This design comes from an exercise in tuning for small area, a short achievable clock period and few clock cycles per item on the open sky130 flow, not from production work.
No activity file was given, so power comes from the tool's default toggle rates.

==> inputs of job 2488 <==
Design heater_handle_supervisor, start of the top module:
module heater_handle_supervisor (
  input  logic                         clk_i,
  input  logic                         rst_ni,
  input  logic                         in_valid_i,
  output logic                         in_ready_o,
  input  logic [hhs_pkg::InW-1:0]      in_data_i,
  output logic                         out_valid_o,
  input  logic                         out_ready_i,
  output logic [hhs_pkg::OutW-1:0]     out_data_o,
  input  logic                         cfg_valid_i,
  output logic                         cfg_ready_o,
  input  logic [hhs_pkg::CfgIdxW-1:0]  cfg_index_i,
  input  logic [hhs_pkg::CfgDataW-1:0] cfg_data_i
);
  logic [15:0] sleep_ticks;
  logic [14:0] error_ticks;
  logic [9:0]  max_temp;
  logic [9:0]  min_temp;
  logic [7:0]  min_air;
  logic [8:0]  cool_lim;
  logic [7:0]  max_air_duty;
  logic [7:0]  sleep_fan_duty;
  logic        work_q, work_d;
  logic [15:0] sleep_cnt_q, sleep_cnt_d;
  logic [15:0] fault_cnt_q, fault_cnt_d;
  logic [1:0]  fault_q, fault_d;
  logic        fan_fault_q, fan_fault_d;
  logic        fan_hold_q, fan_hold_d;
  logic [7:0]  duty_q, duty_d;
  logic        beep_q, beep_d;
  logic        out_valid_q;
  logic [7:0]  air_level;
  logic [7:0]  air_duty;
  logic        accept;
  assign cfg_ready_o = 1'b1;
  always_comb begin
    if (cfg_valid_i) begin
      air_level = cfg_data_i[7:0];
    end else if (in_data_i[35:34] == hhs_pkg::ModeCold) begin
      air_level = in_data_i[7:0];
    end else begin
      air_level = in_data_i[15:8];
    end
  end
  assign air_duty = hhs_pkg::scaled_air(air_level);
  hhs_cfg_regs u_cfg (
    .clk_i            (clk_i),
    .rst_ni           (rst_ni),
    .we_i             (cfg_valid_i),
    .idx_i            (cfg_index_i),
    .data_i           (cfg_data_i),
    .air_duty_i       (air_duty),
    .sleep_ticks_o    (sleep_ticks),
    .error_ticks_o    (error_ticks),
    .max_temp_o       (max_temp),
  ...
==> module hhs_step, before the edit <==
module hhs_step (
  input  logic [hhs_pkg::InW-1:0] item_i,
  input  logic [15:0] sleep_ticks_i,
  input  logic [14:0] error_ticks_i,
  input  logic [9:0]  max_temp_i,
  input  logic [9:0]  min_temp_i,
  input  logic [7:0]  min_air_i,
  input  logic [8:0]  cool_lim_i,
  input  logic [7:0]  max_air_duty_i,
  input  logic [7:0]  sleep_fan_duty_i,
  input  logic [7:0]  air_duty_i,
  input  logic        work_i,
  input  logic [15:0] sleep_cnt_i,
  input  logic [15:0] fault_cnt_i,
  input  logic [1:0]  fault_i,
  input  logic        fan_fault_i,
  input  logic        fan_hold_i,
  input  logic [7:0]  duty_i,
  output logic        work_o,
  output logic [15:0] sleep_cnt_o,
  output logic [15:0] fault_cnt_o,
  output logic [1:0]  fault_o,
  output logic        fan_fault_o,
  output logic        fan_hold_o,
  output logic [7:0]  duty_o,
  output logic        beep_o
);
  logic       lifted, sleep_en, cold, power, docked;
  logic [9:0] temp;
  logic [7:0] air;
  logic       sleep_cool, air_low, hot, cool;
  logic       sleep_hit, dbl_hit, half_hit;
  logic [15:0] fault_base;
  logic [7:0] duty_sel;
  assign lifted   = item_i[37];
  assign sleep_en = item_i[36];
  assign temp     = item_i[33:24];
  assign air      = item_i[23:16];
  assign cold     = (item_i[35:34] == hhs_pkg::ModeCold);
  assign power    = (item_i[35:34] == hhs_pkg::ModePower);
  assign docked   = !lifted && sleep_en;
  assign sleep_cool = power ? ({1'b0, temp} <= {2'b0, cool_lim_i}) : (temp <= hhs_pkg::TempSleepCool);
  assign air_low    = air < min_air_i;
  assign hot        = temp >= max_temp_i;
  assign cool       = temp <= min_temp_i;
  assign sleep_hit = (sleep_cnt_i != 16'hffff) && (sleep_cnt_i >= sleep_ticks_i);
  assign fault_base = work_i ? fault_cnt_i : 16'd0;
  assign dbl_hit  = work_i ? (fault_cnt_i >= {error_ticks_i, 1'b0})
                           : (error_ticks_i == 15'd0);
  assign half_hit = work_i ? (fault_cnt_i >= {2'b0, error_ticks_i[14:1]})
                           : (error_ticks_i[14:1] == 14'd0);
  always_comb begin
    if (cold || !docked) begin
      duty_sel = air_duty_i;
    end else if (temp >= hhs_pkg::TempFanHigh) begin
      duty_sel = sleep_fan_duty_i;
    end else if (temp >= hhs_pkg::TempFanLow) begin
      duty_sel = {1'b0, hhs_pkg::temp_duty(temp)};
    end else begin
      duty_sel = 8'd0;
    end
  end
  always_comb begin
    work_o      = work_i;
    sleep_cnt_o = sleep_cnt_i;
    beep_o      = 1'b0;
    if (!work_i) begin
      if (!docked || cold) work_o = 1'b1;
    end else if (docked && !cold && sleep_cool) begin
      if (sleep_hit) begin
        work_o      = 1'b0;
        sleep_cnt_o = 16'd0;
        beep_o      = 1'b1;
      end else begin
        sleep_cnt_o = sleep_cnt_i + 16'd1;
      end
    end
    fault_o     = fault_i;
    fault_cnt_o = fault_base;
    if (fault_i == hhs_pkg::FAULT_OK) begin
      if (cold) begin
        if (air_low) begin
          if (dbl_hit) begin
            fault_o     = hhs_pkg::FAULT_FAN;
            fault_cnt_o = 16'd0;
          end else begin
            fault_cnt_o = fault_base + 16'd1;
          end
        end
      end else if (!docked && (hot || cool || air_low)) begin
        if (half_hit && hot) begin
          fault_o     = hhs_pkg::FAULT_OVER_TMP;
          fault_cnt_o = 16'd0;
        end else if (dbl_hit && air_low) begin
          fault_o     = hhs_pkg::FAULT_FAN;
          fault_cnt_o = 16'd0;
        end else if (dbl_hit && cool) begin
          fault_o     = hhs_pkg::FAULT_LOW_TMP;
          fault_cnt_o = 16'd0;
        end else begin
          fault_cnt_o = fault_base + 16'd1;
        end
      end else begin
        fault_cnt_o = 16'd0;
      end
    end else if (docked) begin
      fault_o     = hhs_pkg::FAULT_OK;
      fault_cnt_o = 16'd0;
    end
    fan_fault_o = fan_fault_i;
    fan_hold_o  = fan_hold_i;
    duty_o      = duty_i;
    if (!fan_fault_i) begin
      if (fault_o != hhs_pkg::FAULT_OK) begin
        fan_fault_o = 1'b1;
      end else if (work_o) begin
        fan_hold_o = cold || !docked;
        duty_o     = duty_sel;
      end else if (temp >= hhs_pkg::TempFanOff) begin
        if (!fan_hold_i) duty_o = hhs_pkg::SleepDuty;
      end else if (!fan_hold_i) begin
        fan_hold_o = 1'b1;
        duty_o     = 8'd0;
      end
    end else begin
      duty_o = max_air_duty_i;
      if (fault_o == hhs_pkg::FAULT_OK) fan_fault_o = 1'b0;
    end
  end
endmodule
clock: 9.0 ns
lec_check: 0
cap_margin: 20
core_margin: 2
core_utilization: 40
slew_margin: 20
run.sh (not shown) runs the stock make flow with config.mk's settings and CLKGATE_MAP_FILE= SYNTH_SCRIPT=/design/flow/synth_recipe.tcl, a recipe that flattens the netlist after the stock synthesis.
==> job 6833: changes against job 2488 <==
--- a/flow/design.v
+++ b/flow/design.v
@@ -216,2 +216,16 @@
   endfunction
+  function automatic logic ge16(input logic [15:0] a, input logic [15:0] b);
+    logic r;
+    r = 1'b1;
+    for (int i = 0; i < 16; i++) r = (a[i] & ~b[i]) | (~(a[i] ^ b[i]) & r);
+    ge16 = r;
+  endfunction
+  function automatic logic [15:0] inc16(input logic [15:0] a);
+    logic c;
+    c = 1'b1;
+    for (int i = 0; i < 16; i++) begin
+      inc16[i] = a[i] ^ c;
+      c = c & a[i];
+    end
+  endfunction
 endpackage
@@ -298,11 +312,11 @@
   assign docked   = !lifted && sleep_en;
-  assign sleep_cool = power ? ({1'b0, temp} <= {2'b0, cool_lim_i}) : (temp <= hhs_pkg::TempSleepCool);
-  assign air_low    = air < min_air_i;
-  assign hot        = temp >= max_temp_i;
-  assign cool       = temp <= min_temp_i;
-  assign sleep_hit = (sleep_cnt_i != 16'hffff) && (sleep_cnt_i >= sleep_ticks_i);
+  assign sleep_cool = power ? hhs_pkg::ge16({7'd0, cool_lim_i}, {6'd0, temp}) : hhs_pkg::ge16({6'd0, hhs_pkg::TempSleepCool}, {6'd0, temp});
+  assign air_low    = !hhs_pkg::ge16({8'd0, air}, {8'd0, min_air_i});
+  assign hot        = hhs_pkg::ge16({6'd0, temp}, {6'd0, max_temp_i});
+  assign cool       = hhs_pkg::ge16({6'd0, min_temp_i}, {6'd0, temp});
+  assign sleep_hit = (sleep_cnt_i != 16'hffff) && hhs_pkg::ge16(sleep_cnt_i, sleep_ticks_i);
   assign fault_base = work_i ? fault_cnt_i : 16'd0;
-  assign dbl_hit  = work_i ? (fault_cnt_i >= {error_ticks_i, 1'b0})
+  assign dbl_hit  = work_i ? hhs_pkg::ge16(fault_cnt_i, {error_ticks_i, 1'b0})
                            : (error_ticks_i == 15'd0);
-  assign half_hit = work_i ? (fault_cnt_i >= {2'b0, error_ticks_i[14:1]})
+  assign half_hit = work_i ? hhs_pkg::ge16(fault_cnt_i, {2'b0, error_ticks_i[14:1]})
                            : (error_ticks_i[14:1] == 14'd0);
@@ -331,3 +345,3 @@
       end else begin
-        sleep_cnt_o = sleep_cnt_i + 16'd1;
+        sleep_cnt_o = hhs_pkg::inc16(sleep_cnt_i);
       end
@@ -343,3 +357,3 @@
           end else begin
-            fault_cnt_o = fault_base + 16'd1;
+            fault_cnt_o = hhs_pkg::inc16(fault_base);
           end
@@ -357,3 +371,3 @@
         end else begin
-          fault_cnt_o = fault_base + 16'd1;
+          fault_cnt_o = hhs_pkg::inc16(fault_base);
         end
==> job 2600: changes against job 2488 <==
--- a/flow/design.v
+++ b/flow/design.v
@@ -216,2 +216,16 @@
   endfunction
+  function automatic logic ge16(input logic [15:0] a, input logic [15:0] b);
+    logic r;
+    r = 1'b1;
+    for (int i = 0; i < 16; i++) r = (a[i] & ~b[i]) | (~(a[i] ^ b[i]) & r);
+    ge16 = r;
+  endfunction
+  function automatic logic [15:0] inc16(input logic [15:0] a);
+    logic c;
+    c = 1'b1;
+    for (int i = 0; i < 16; i++) begin
+      inc16[i] = a[i] ^ c;
+      c = c & a[i];
+    end
+  endfunction
 endpackage
@@ -298,11 +312,11 @@
   assign docked   = !lifted && sleep_en;
-  assign sleep_cool = power ? ({1'b0, temp} <= {2'b0, cool_lim_i}) : (temp <= hhs_pkg::TempSleepCool);
-  assign air_low    = air < min_air_i;
-  assign hot        = temp >= max_temp_i;
-  assign cool       = temp <= min_temp_i;
-  assign sleep_hit = (sleep_cnt_i != 16'hffff) && (sleep_cnt_i >= sleep_ticks_i);
+  assign sleep_cool = power ? hhs_pkg::ge16({7'd0, cool_lim_i}, {6'd0, temp}) : hhs_pkg::ge16({6'd0, hhs_pkg::TempSleepCool}, {6'd0, temp});
+  assign air_low    = !hhs_pkg::ge16({8'd0, air}, {8'd0, min_air_i});
+  assign hot        = hhs_pkg::ge16({6'd0, temp}, {6'd0, max_temp_i});
+  assign cool       = hhs_pkg::ge16({6'd0, min_temp_i}, {6'd0, temp});
+  assign sleep_hit = (sleep_cnt_i != 16'hffff) && hhs_pkg::ge16(sleep_cnt_i, sleep_ticks_i);
   assign fault_base = work_i ? fault_cnt_i : 16'd0;
-  assign dbl_hit  = work_i ? (fault_cnt_i >= {error_ticks_i, 1'b0})
+  assign dbl_hit  = work_i ? hhs_pkg::ge16(fault_cnt_i, {error_ticks_i, 1'b0})
                            : (error_ticks_i == 15'd0);
-  assign half_hit = work_i ? (fault_cnt_i >= {2'b0, error_ticks_i[14:1]})
+  assign half_hit = work_i ? hhs_pkg::ge16(fault_cnt_i, {2'b0, error_ticks_i[14:1]})
                            : (error_ticks_i[14:1] == 14'd0);
@@ -331,3 +345,3 @@
       end else begin
-        sleep_cnt_o = sleep_cnt_i + 16'd1;
+        sleep_cnt_o = hhs_pkg::inc16(sleep_cnt_i);
       end
@@ -343,3 +357,3 @@
           end else begin
-            fault_cnt_o = fault_base + 16'd1;
+            fault_cnt_o = hhs_pkg::inc16(fault_base);
           end
@@ -357,3 +371,3 @@
         end else begin
-          fault_cnt_o = fault_base + 16'd1;
+          fault_cnt_o = hhs_pkg::inc16(fault_base);
         end
--- a/flow/config.mk
+++ b/flow/config.mk
@@ -10,2 +10,3 @@
 export CORE_UTILIZATION = 40
+export SETUP_SLACK_MARGIN = 4.5
 export SLEW_MARGIN = 20
==> notes <==
- First-iteration DRC count: job 2488 > job 6833 > job 2600.
- Worst setup slack: job 2600 > job 2488 > job 6833.
- Sequential power is about the same in job 2600 and job 2488.
- Core utilization, highest first: job 2600, job 6833, job 2488.
- Global-route usage: job 2600 > job 2488 > job 6833.
- Maximum frequency, lowest first: job 6833, job 2488, job 2600.
- Routed wire length: job 6833 < job 2488 < job 2600.
No functional check of the RTL was part of any run of this note.

==> static timing again, ports no longer ideal <==
No port has a modelled driver above. Below, the same layouts with a new extraction and two added sets of constraints. Step 1 sets driving cells, clkbuf_16 on the clock port and buf_2 on the other inputs (assumed; they add their load-dependent delay and slew). Step 2 adds t to the input delays and takes it off the output delays; t is the mean of the earliest and latest rising clock arrival at the registers after step 1. Input paths then give back, and output paths get back, about the clock's delay inside the block. Three values: ideal, step 1, step 2; two values: the first two.
| run | t, ns | slack for setup (ns) | pins driven straight from the clock port |
|---|---|---|---|
| job 2488 | 0.477 | 2.349 / 2.375 / 1.898 | 1 |
| job 6833 | 0.468 | 1.770 / 1.792 / 1.324 | 1 |
| job 2600 | 0.477 | 3.736 / 3.738 / 3.261 | 1 |
After both steps setup and hold are still met in every run listed. The setup slack of job 2600, which loses most, moves by +0.002 ns with the drivers and by -0.475 ns with both steps.
